Background: an optimization exercise with open tools, aiming at small area and a short achievable clock period. Do not read the settings as production practice. In this exercise RTL edits were held to simulation tests only and were not proved equivalent to the original.

==> flow/design.v (outline; a module is shown in full before it is edited, if it fits) <==
// module ising_core: 4665 lines
module ising_core (
    input  logic        clk,
    input  logic        reset,
    input  logic        wr_en,
    input  logic [31:0] wr_addr,
    input  logic [31:0] wdata,
    input  logic [31:0] rd_addr,
    output logic [31:0] rdata,
    input  logic        run,
    input  logic        spin_load,
    input  logic [15:0] spin_init,
    output logic [15:0] spins
);
  // ...
==> flow/flow/run.sh <==
#!/bin/bash
# The standard synthesis, then an inverter clean-up of the netlist around the
# full adders (flow/polar.py), checked against the synthesized netlist by random
# simulation (flow/nsim.py; on any difference the clean-up is dropped), then
# the standard layout from that netlist.
set -euo pipefail
R=orfs/results/$FLOW_PLATFORM/ising_core/base
bash standard.sh synth > synth.log 2>&1
cp $R/1_2_yosys.v synth_netlist.v
cp synth_netlist.v polar_netlist.v
python3 flow/polar.py polar_netlist.v > polar.log 2>&1
if python3 flow/nsim.py synth_netlist.v polar_netlist.v > nsim.log 2>&1 && grep -q " 0 differ, 0 missing" nsim.log; then
  cp polar_netlist.v $R/1_2_yosys.v
  rm -f $R/1_synth.odb $R/1_synth.sdc
fi
bash standard.sh finish > finish.log 2>&1
==> flow/flow/nsim.py <==
#!/usr/bin/env python3
"""Random bit-parallel comparison of two sky130hd netlists with the same registers
and ports: register outputs and inputs are free variables; compares every register
data/enable input and every output. usage: nsim.py A.v B.v"""
import re, sys, random
import os
LIB = os.path.join(os.environ.get("FLOW_HOME", "/OpenROAD-flow-scripts/flow"), "platforms/sky130hd/lib/sky130_fd_sc_hd__tt_025C_1v80.lib")
W = 1 << 12
MASK = (1 << W) - 1
lib = open(LIB).read()
funcs = {}
def cellfuncs(name):
    if name in funcs: return funcs[name]
    i = lib.index(f'cell ("{name}")')
    j = lib.find('\n    cell (', i + 10)
    body = lib[i:j if j > 0 else len(lib)]
    fs = {}
    for m in re.finditer(r'pin \("(\w+)"\)\s*\{(.*?)\n        \}', body, re.S):
        fm = re.search(r'function\s*:\s*"([^"]*)"', m.group(2))
        if fm: fs[m.group(1)] = fm.group(1)
    funcs[name] = fs
    return fs
def pyexpr(f):
    f = f.replace("!", "~").replace("&", " & ").replace("|", " | ").replace("^", " ^ ")
    f = re.sub(r'\b([A-Z_][A-Z0-9_]*)\b', r'v["\1"]', f)
    f = re.sub(r'(?<=[\w\]\)"])\s+(?=[v(~])', ' & ', f)  # implicit and (space)
    return f
def parse(path):
    t = open(path).read()
    cells = []
    for cm in re.finditer(r'^\s*(sky130_fd_sc_hd__\w+)\s+(\S+)\s*\((.*?)\);', t, re.S | re.M):
        pins = {p: n.strip() for p, n in re.findall(r'\.(\w+)\(\s*(.*?)\s*\)\s*(?:,|$)', cm.group(3), re.S)}
        cells.append((cm.group(1), cm.group(2), pins))
    outs = []
    for dm in re.finditer(r'^\s*output\s+(\[(\d+):(\d+)\]\s*)?(\S+?)\s*;', t, re.M):
        if dm.group(1):
            for k in range(int(dm.group(3)), int(dm.group(2)) + 1): outs.append(f"{dm.group(4)}[{k}]")
        else: outs.append(dm.group(4))
    return cells, outs
rng = random.Random(7)
free = {}
def val(n, env):
    if n in env: return env[n]
    if n == "1'b0" or n == "1'h0": return 0
    if n == "1'b1" or n == "1'h1": return MASK
    if n not in free: free[n] = rng.getrandbits(W)
    return free[n]
def run(path):
    cells, outs = parse(path)
    env = {}; drv = {}
    seq = []
    for typ, name, pins in cells:
        fs = cellfuncs(typ)
        if "df" in typ:
            for p, n in pins.items():
                if p in ("Q",): env[n] = None
            seq.append(("ff", name, typ, pins))
        else:
            for p in fs:
                if p in pins: drv[pins[p]] = (typ, pins, p, fs[p])
    # registers: Q free by register name
    for kind, name, typ, pins in seq:
        free.setdefault("Q:" + name, rng.getrandbits(W))
        env[pins["Q"]] = free["Q:" + name]
    sys.setrecursionlimit(100000)
    def ev(n):
        if n in env and env[n] is not None: return env[n]
        if n in drv:
            typ, pins, p, f = drv[n]
            v = {q: ev(m) for q, m in pins.items() if q not in cellfuncs(typ)}
            r = eval(pyexpr(f)) & MASK
            env[n] = r
            return r
        return val(n, env)
    res = {}
    for kind, name, typ, pins in seq:
        for p, n in pins.items():
            if p in ("D", "DE"): res[f"{name}.{p}"] = ev(n)
    for o in outs: res["out:" + o] = ev(o)
    return res
a = run(sys.argv[1]); b = run(sys.argv[2])
bad = [k for k in a if a[k] != b.get(k)]
missing = [k for k in a if k not in b]
print(f"compared {len(a)} points, {len(bad)} differ, {len(missing)} missing")
for k in bad[:10]: print("  differs:", k)
==> flow/flow/polar.py <==
#!/usr/bin/env python3
"""Inverter clean-up for a Yosys netlist of sky130hd cells.

extract_fa leaves many inverters between full adders. A full adder is self-dual
(FA(~a,~b,~c) = ~FA(a,b,c) on both outputs) and an xor/xnor gate takes either
input polarity if its type is swapped, so the polarity each such cell works in
is free. This picks those polarities by local search to need as few inverters
as possible, removes the inverters that fed only such cells, and adds back one
inverter per net that still needs an inverted copy. The logic function of every
output and register input is unchanged.

usage: polar.py NETLIST.v   (rewritten in place)"""
import re, sys
from collections import defaultdict

path = sys.argv[1]
src = open(path).read()

m = re.search(r'^(\s*module\s+\w+\s*\(.*?\);)(.*)^(\s*endmodule)', src, re.S | re.M)
head, body, tail = src[:m.start(2)], m.group(2), src[m.end(2):]

cell_re = re.compile(r'^  (sky130_fd_sc_hd__\w+)\s+(\S+)\s*\((.*?)\);\n', re.S | re.M)
pin_re = re.compile(r'\.(\w+)\(\s*(.*?)\s*\)\s*(?:,|$)', re.S)

OUTPINS = {"X", "Y", "Q", "Q_N", "SUM", "COUT", "HI", "LO"}
cells = []   # dict(type, name, pins{pin: net}, span)
for cm in cell_re.finditer(body):
    pins = {}
    for pm in pin_re.finditer(cm.group(3)):
        pins[pm.group(1)] = pm.group(2).strip()
    cells.append(dict(type=cm.group(1), name=cm.group(2), pins=pins, span=(cm.start(), cm.end())))

ports_out = set()
for dm in re.finditer(r'^\s*output\s+(\[(\d+):(\d+)\]\s*)?(\S+?)\s*;', body, re.M):
    if dm.group(1):
        hi, lo = int(dm.group(2)), int(dm.group(3))
        for k in range(min(hi, lo), max(hi, lo) + 1):
            ports_out.add(f"{dm.group(4)}[{k}]")
    else:
        ports_out.add(dm.group(4))
if re.search(r'^\s*assign\s', body, re.M):
    print("polar: netlist has assign statements; left unchanged")
    sys.exit(0)

def kind(t):
    b = t[len("sky130_fd_sc_hd__"):]
    if re.fullmatch(r'inv_\d+', b): return "inv"
    if re.fullmatch(r'fa_\d+', b): return "fa"
    if re.fullmatch(r'x(n?)or[23]_\d+', b): return "xor"
    return "fixed"

driver = {}
loads = defaultdict(list)
for ci, c in enumerate(cells):
    c["kind"] = kind(c["type"])
    for p, n in c["pins"].items():
        if p in OUTPINS:
            driver[n] = (ci, p)
        else:
            loads[n].append((ci, p))

FLEX = ("fa", "xor")
# inverters that feed only full adder and xor inputs (and no port) are removable.
removable = set()
for ci, c in enumerate(cells):
    if c["kind"] == "inv":
        y = c["pins"]["Y"]
        if y in ports_out: continue
        ls = loads.get(y, [])
        if ls and all(cells[l][ "kind"] in FLEX for l, _ in ls):
            removable.add(ci)

def literal(n):
    """(base net, parity) of net n through removable inverters."""
    p = 0
    while n in driver and driver[n][0] in removable:
        n = cells[driver[n][0]]["pins"]["A"]
        p ^= 1
    return n, p

flip = defaultdict(int)   # cell index -> 0/1, for fa and xor cells

def dflip(b):
    d = driver.get(b)
    if d is None: return 0
    c = cells[d[0]]
    return flip[d[0]] if c["kind"] in FLEX else 0

# requirement list per base: entries (consumer cell or None, parity p)
reqs = defaultdict(list)
pinlit = {}
for ci, c in enumerate(cells):
    if ci in removable: continue
    for p, n in c["pins"].items():
        if p in OUTPINS: continue
        if c["kind"] == "xor":
            b, par = literal(n)
            pinlit[(ci, p)] = (b, par)
            continue   # an xor takes either polarity
        b, par = literal(n)
        pinlit[(ci, p)] = (b, par)
        reqs[b].append((ci if c["kind"] == "fa" else None, par))
for n in ports_out:
    if n in driver:
        reqs[n].append((None, 0))

def need_inv(b):
    fd = dflip(b)
    for ci, par in reqs.get(b, ()):
        fc = flip[ci] if ci is not None else 0
        if fd ^ par ^ fc:
            return 1
    return 0

# bases each flippable cell touches
touch = defaultdict(set)
for ci, c in enumerate(cells):
    if c["kind"] not in FLEX or ci in removable: continue
    for p, n in c["pins"].items():
        if p in OUTPINS:
            touch[ci].add(n)
        elif c["kind"] == "fa":
            touch[ci].add(pinlit[(ci, p)][0])

cand = [ci for ci in touch]
cost0 = sum(need_inv(b) for b in list(reqs))
improved = True
rounds = 0
while improved and rounds < 50:
    improved = False
    rounds += 1
    for ci in cand:
        bs = touch[ci]
        before = sum(need_inv(b) for b in bs)
        flip[ci] ^= 1
        after = sum(need_inv(b) for b in bs)
        if after < before:
            improved = True
        else:
            flip[ci] ^= 1
# then simulated annealing from that point, keeping the best assignment.
import random
rng = random.Random(1)
cur = sum(need_inv(b) for b in list(reqs))
best, bestflip = cur, dict(flip)
steps = 300 * len(cand)
for it in range(steps):
    T = 0.6 * (1 - it / steps) + 0.01
    ci = cand[rng.randrange(len(cand))]
    bs = touch[ci]
    before = sum(need_inv(b) for b in bs)
    flip[ci] ^= 1
    after = sum(need_inv(b) for b in bs)
    dlt = after - before
    if dlt <= 0 or rng.random() < pow(2.718, -dlt / T):
        cur += dlt
        if cur < best:
            best, bestflip = cur, dict(flip)
    else:
        flip[ci] ^= 1
flip.clear(); flip.update(bestflip)
cost1 = sum(need_inv(b) for b in list(reqs))

# rewrite
invnet = {}
newcells = []
newwires = []
def inv_of(b):
    if b not in invnet:
        k = len(invnet)
        nn = f"_polar_n{k}_"
        invnet[b] = nn
        newwires.append(f"  wire {nn};\n")
        newcells.append(f"  sky130_fd_sc_hd__inv_1 _polar_i{k}_ (\n    .A({esc(b)}),\n    .Y({nn})\n  );\n")
    return invnet[b]

def esc(n):
    return n + " " if n.startswith("\\") else n

out = []
pos = 0
for ci, c in enumerate(cells):
    s, e = c["span"]
    out.append(body[pos:s]); pos = e
    if ci in removable:
        continue
    t = c["type"]
    pins = dict(c["pins"])
    if c["kind"] == "xor":
        par = 0
        for p in list(pins):
            if p in OUTPINS: continue
            b, pp = pinlit[(ci, p)]
            pins[p] = b
            par ^= pp ^ dflip(b)
        isx = 1 if "xnor" in t else 0
        if par ^ isx ^ flip[ci]:
            t = t.replace("__xor", "__xnor") if not isx else t
        else:
            t = t.replace("__xnor", "__xor") if isx else t
        # two-input xor has output X, two-input xnor output Y.
        if "or2_" in t:
            o = pins.pop("X", None) or pins.pop("Y")
            pins["Y" if "xnor" in t else "X"] = o
    else:
        for p in list(pins):
            if p in OUTPINS: continue
            b, pp = pinlit[(ci, p)]
            fc = flip[ci] if c["kind"] == "fa" else 0
            pins[p] = inv_of(b) if (dflip(b) ^ pp ^ fc) else b
    body_pins = ",\n".join(f"    .{p}({esc(n)})" for p, n in pins.items())
    out.append(f"  {t} {c['name']} (\n{body_pins}\n  );\n")
out.append(body[pos:])
# ports driven by flipped cells need the true value on the port net itself:
# move the port net to an inverter output.
newbody = "".join(out)
port_fix = [n for n in ports_out if n in driver and dflip(n)]
if port_fix:
    print("polar: flipped driver of a port; left unchanged")
    sys.exit(0)
newbody = newbody.rstrip("\n") + "\n" + "".join(newwires) + "".join(newcells)
open(path, "w").write(head + newbody + tail)
print(f"polar: {len(removable)} removable inverters, bases needing inverters {cost0} -> {cost1}, "
      f"{sum(flip[c] for c in cand)} cells flipped, {len(newcells)} inverters added, {rounds} rounds")
==> flow/standard.sh <==
#!/bin/bash
# synth_recipe.tcl (not shown) runs the flow's synth.tcl, then flattens the netlist and writes it again
# the make line also repeats each setting of config.mk as NAME=value (left out here)
make -C /OpenROAD-flow-scripts/flow DESIGN_CONFIG=/design/flow/config.mk WORK_HOME=/design/flow/orfs CLKGATE_MAP_FILE= SYNTH_SCRIPT=/design/flow/synth_recipe.tcl "${@:-finish}"
==> flow/config.mk <==
export PLATFORM = sky130hd
export DESIGN_NAME = ising_core
export DESIGN_NICKNAME = ising_core
export VERILOG_FILES = /design/flow/design.v
export SDC_FILE = /design/flow/constraint.sdc
export NUM_CORES = 4
export LEC_CHECK = 0
export CAP_MARGIN = 20
export CORE_MARGIN = 2
export CORE_UTILIZATION = 45
export SETUP_SLACK_MARGIN = 2.5
export SLEW_MARGIN = 20
==> flow/constraint.sdc <==
create_clock -name core_clock -period 8.0 [get_ports {clk}]
set_input_delay 1.6000 -clock core_clock [delete_from_list [all_inputs] [get_ports {clk}]]
set_output_delay 1.6000 -clock core_clock [all_outputs]
set_load 0.01 [all_outputs]
==> notes.md, run 1 <==
Crit path max-delay family: compound AO/OA/AOI/OAI gates
total vias in the final route: 45800
Clock Pin Slew Worst Setup and Hold Paths: 70 ps
Area-dominant class: multi-input gates
Chip Width: 365 um
critical path, cell by cell: clkdlybuf4s50_1 > buf_4 > or4_1 > o22ai_2 > a22o_1 > a221oi_1 > nand4_1 > nor4_1 > buf_4 > a31oi_2
Routability Congestion: 1.11
met2 Usage GRT: 69.1%
post-CTS resize count: 240
total track usage: 52.3%
CP most frequent cell: buf_4
Max Clock Freq: 0.174 GHz
CLK BUF: 101
wl on met1: 120 mm
remaining routing DRC violations: 0
reg2reg start: dm1[0]
synthesized instance count: 4478
fraction of area in multi-input gates: 54.9%
most common cell after layout, fill and taps aside: fa_1
synthesized area: 58500 um^2
fill count: 10700
minimum clock period: 5760 ps
CTS root buf: clkbuf_16
clk cell area share: 4.01%
status: complete, no violations
Hold/Removal Path Class: reg -> reg
layout cells sized above 1: 24.2%
initial core utilization: 45.2%
Critical path origin: rd_addr[15]
CTS tree: done
fraction of area in registers: 26.6%
routed wl met2: 134 mm
==> run 2, diff against run 1 <==
--- a/flow/config.mk
+++ b/flow/config.mk
@@ -10,3 +10,5 @@
 export CORE_UTILIZATION = 45
-export SETUP_SLACK_MARGIN = 2.5
+export CTS_CLUSTER_DIAMETER = 120
+export CTS_CLUSTER_SIZE = 24
+export SETUP_SLACK_MARGIN = 3.0
 export SLEW_MARGIN = 20
==> run 2 against run 1 <==
Compared with the run above: sequential cell count stayed put; routed wire length is 1.4% lower; global-route usage is 0.61 points lower; first-iteration DRC count is 1.2% higher; critical path type is now reg -> reg; synthesized cell count stayed put; still clean; largest cell class unchanged.
==> notes.md, run 2 <==
CP Class: reg -> reg (was in -> reg)
CTS tree: done (unchanged)
Layout area overhead: 21.3% (was 21.9%)
WP data required: 8510 ps (was 8430 ps)
initial antenna violation count: 34 (was 33)
Hold Crit Start: dm0[14] (was dm0[11])
commonest non-fill, non-tap cells in the layout: 695 x fa_1, 572 x xnor2_1, 544 x edfxtp_1 (was 797 x fa_1, 600 x xnor2_1, 544 x edfxtp_1)
Max Clock Freq: 0.180 GHz (was 0.174 GHz)
synthesized instance count: 4478 (unchanged)
CTS root buf: clkbuf_16 (unchanged)
Avg Inst Size Synth: 13.1 um^2 (unchanged)
Via density: 6.67 (was 6.66)
Largest stage delay, worst path: 590 ps (was 890 ps)
setup slack at placement: 1640 ps (was 1550 ps)
worst-skew pair later-pin latency: 710 ps (was 720 ps)
Crit-path slowest cell: fa_2 (was or4_1)
most common cell after layout, fill and taps aside: fa_1 (unchanged)
Iter 0 DRT Violations: 7609 (was 7522)
cts hold-fix bufs: 0 (unchanged)
Final Max Tran Viols: 0 (unchanged)
Routability Congestion: 1.14 (was 1.11)
Longest Clk Path Bufs: 3 (unchanged)
status: complete, no violations (unchanged)
WP data arrival: 6060 ps (was 6190 ps)
clk sinks: 668 (unchanged)
remaining routing DRC violations: 0 (unchanged)
drt wl/cell: 50.7 um (was 50.6 um)
largest net degree at the start of global routing: 137 (unchanged)
initial core utilization: 45.2% (unchanged)
H-tree level count: 2 (was 3)
Ports: 165 (unchanged)
Finished Layout Cells: 6758 (was 6872)
Chip Width: 365 um (unchanged)
Hold/Removal Path Class: reg -> reg (unchanged)
Final Setup Violations: 0 (unchanged)
Num CTS Buffers: 40 (was 81)
max-cap violations: 0 (unchanged)
total track usage: 51.7% (was 52.3%)
minimum clock period: 5550 ps (was 5760 ps)
total vias in the final route: 45100 (was 45800)
drt pass-1 iters: 6 (unchanged)
Post-Syn Nets: 5667 (unchanged)
hpwl dp: 270 mm (was 271 mm)
grt ovf: 0 (unchanged)
CP Capture Type: flip-flop (unchanged)
vias in the first global route: 43500 (was 43400)
final wirelength: 343 mm (was 347 mm)
core area: 129000 um^2 (unchanged)
Worst setup SP type: flip-flop (was input port)
Antenna Violating Nets Remaining: 0 (unchanged)
critical path, cell by cell: buf_4 > buf_4 > xnor2_2 > fa_2 > fa_2 > fa_2 > fa_1 > fa_2 > fa_1 > inv_1 > ha_1 > ha_1 > nor4bb_2 > nand4_1 > nor2b_1 > a22oi_1 > o211ai_1 > o21ai_0 > o21ai_0 (was clkdlybuf4s50_1 > buf_4 > or4_1 > o22ai_2 > a22o_1 > a221oi_1 > nand4_1 > nor4_1 > buf_4 > a31oi_2)
dpl cells: 6219 (was 6234)
Clock Pin Slew Worst Setup and Hold Paths: 100 ps (was 70 ps)
reg2reg start: w_1_5[1] (was dm1[0])
Final WS setup: 2450 ps (was 2240 ps)
critical path peak fanout: 2 (was 14)
synthesized area: 58500 um^2 (unchanged)
die footprint: 133000 um^2 (unchanged)
slew at the pin closest to its max-slew limit: 1270 ps (was 1260 ps)
final setup TNS: 0 ps (unchanged)
die height: 365 um (unchanged)
# port buffers: 132 (unchanged)
RSZ-0062 raised after global routing: yes (unchanged)
hold_ws: 432 ps (was 426 ps)
skew final: 57.2 ps (was 40.0 ps)
Final period util: 69.4% (was 72.0%)
CP most frequent cell: fa_2 (was buf_4)
row cnt: 132 (unchanged)
Critical path origin: w_1_5[1] (was rd_addr[15])
synth warn: 1 (unchanged)
global-route wire length before repair: 434 mm (was 437 mm)
Slew HR: 15.6% (was 15.8%)
Final Hold Viols: 0 (unchanged)
Final Net Count: 6150 (was 6224)
layout cells sized above 1: 26.8% (was 24.2%)
run 2: changes by cell type in the layout (fill, tap and decap cells not counted), moves of 19 or more:
cell and change:
xnor2_4 +24, xnor2_1 -28, clkbuf_16 -42, dfxtp_1 -19
fa_1 -102, buf_4 -57, fa_2 +102
run 2: critical path: cells and delay by family, from the launching register on:
kind            cells  cell delay, ps
fa+ha+maj           8            3220
simple gates        3             600
compound gates      4             550
flops               1             410
buf+inv             3             380
xor+xnor            1             150
run 2: area by class of cell:
type / instances / area (um^2)
antenna: 24 / 60.1
clock buffer: 53 / 1080
clock inverter: 20 / 246
fill: 10800 / 58300
inverter: 395 / 1490
multi-input combinational: 3141 / 40300
sequential: 668 / 19000
tap: 1742 / 2180
timing repair buffer: 715 / 6580
run 2: layer usage:
| metal | global-route usage, % | vias up | wire (um) |
|---|---|---|---|
| met5 | 0.399 | - | 226 |
| met1 | 63.5 | 23700 | 120000 |
| li1 | - | 16200 | - |
| met3 | 24.1 | 1078 | 52000 |
| met4 | 41.5 | 30 | 35800 |
| met2 | 69.2 | 4052 | 134000 |
run 2: worst paths after layout:
kind	end	slack (ps)	cells after the start
hold / removal	dp1[14]	430	1
setup / recovery	spins[5]	2450	19
setup reg to reg	spins[5]	2450	19
hold reg to reg	dp1[14]	430	1
run 2: repair_timing:
| action | CTS | global route |
|---|---|---|
| setup endpoints to repair | 20 | 20 |
| pin swaps | 130 | 144 |
| cloned | 0 | 0 |
| buffers inserted | 367 | 72 |
| gates resized for setup | 428 | 221 |
run 2: per-stage QoR:
step           area [um^2]  utilization [%]
2_1_floorplan        59900                -
3_3_place_gp         62600             48.4
3_5_place_dp         62700             48.5
4_1_cts              69100             53.4
5_1_grt              70900             54.8
6_report             71000             54.9

==> re-timing with driven ports <==
In the flow no input, the clock included, has a driving cell. The finished layouts below were timed again as built, in two steps. Step 1 (the two cells are an assumption about what drives the block):
set clk [get_ports {clk}]
set_driving_cell -lib_cell sky130_fd_sc_hd__clkbuf_16 $clk
set_driving_cell -lib_cell sky130_fd_sc_hd__buf_2 [delete_from_list [all_inputs] $clk]
Step 2 moves the port delays by t, midway between the first and last clock arrival at a register: inputs arrive t later, outputs are due t later. That takes back most of the time a late clock gives input paths. Slacks: no drivers / after step 1 / after step 2; pairs: no drivers / after step 1.
run	t, ns	setup WS [ns]	worst setup path at the end	latest minus earliest clock arrival (ns)
run 1	0.780	2.242 / 2.295 / 1.515	input to register	0.042 / 0.043
run 2	0.770	2.446 / 2.446 / 2.053	input to register	0.058 / 0.058
After both steps setup and hold are still met in every run listed. For run 1, which loses most, drivers alone change the setup slack by +0.053 ns; drivers and shift together by -0.727 ns.
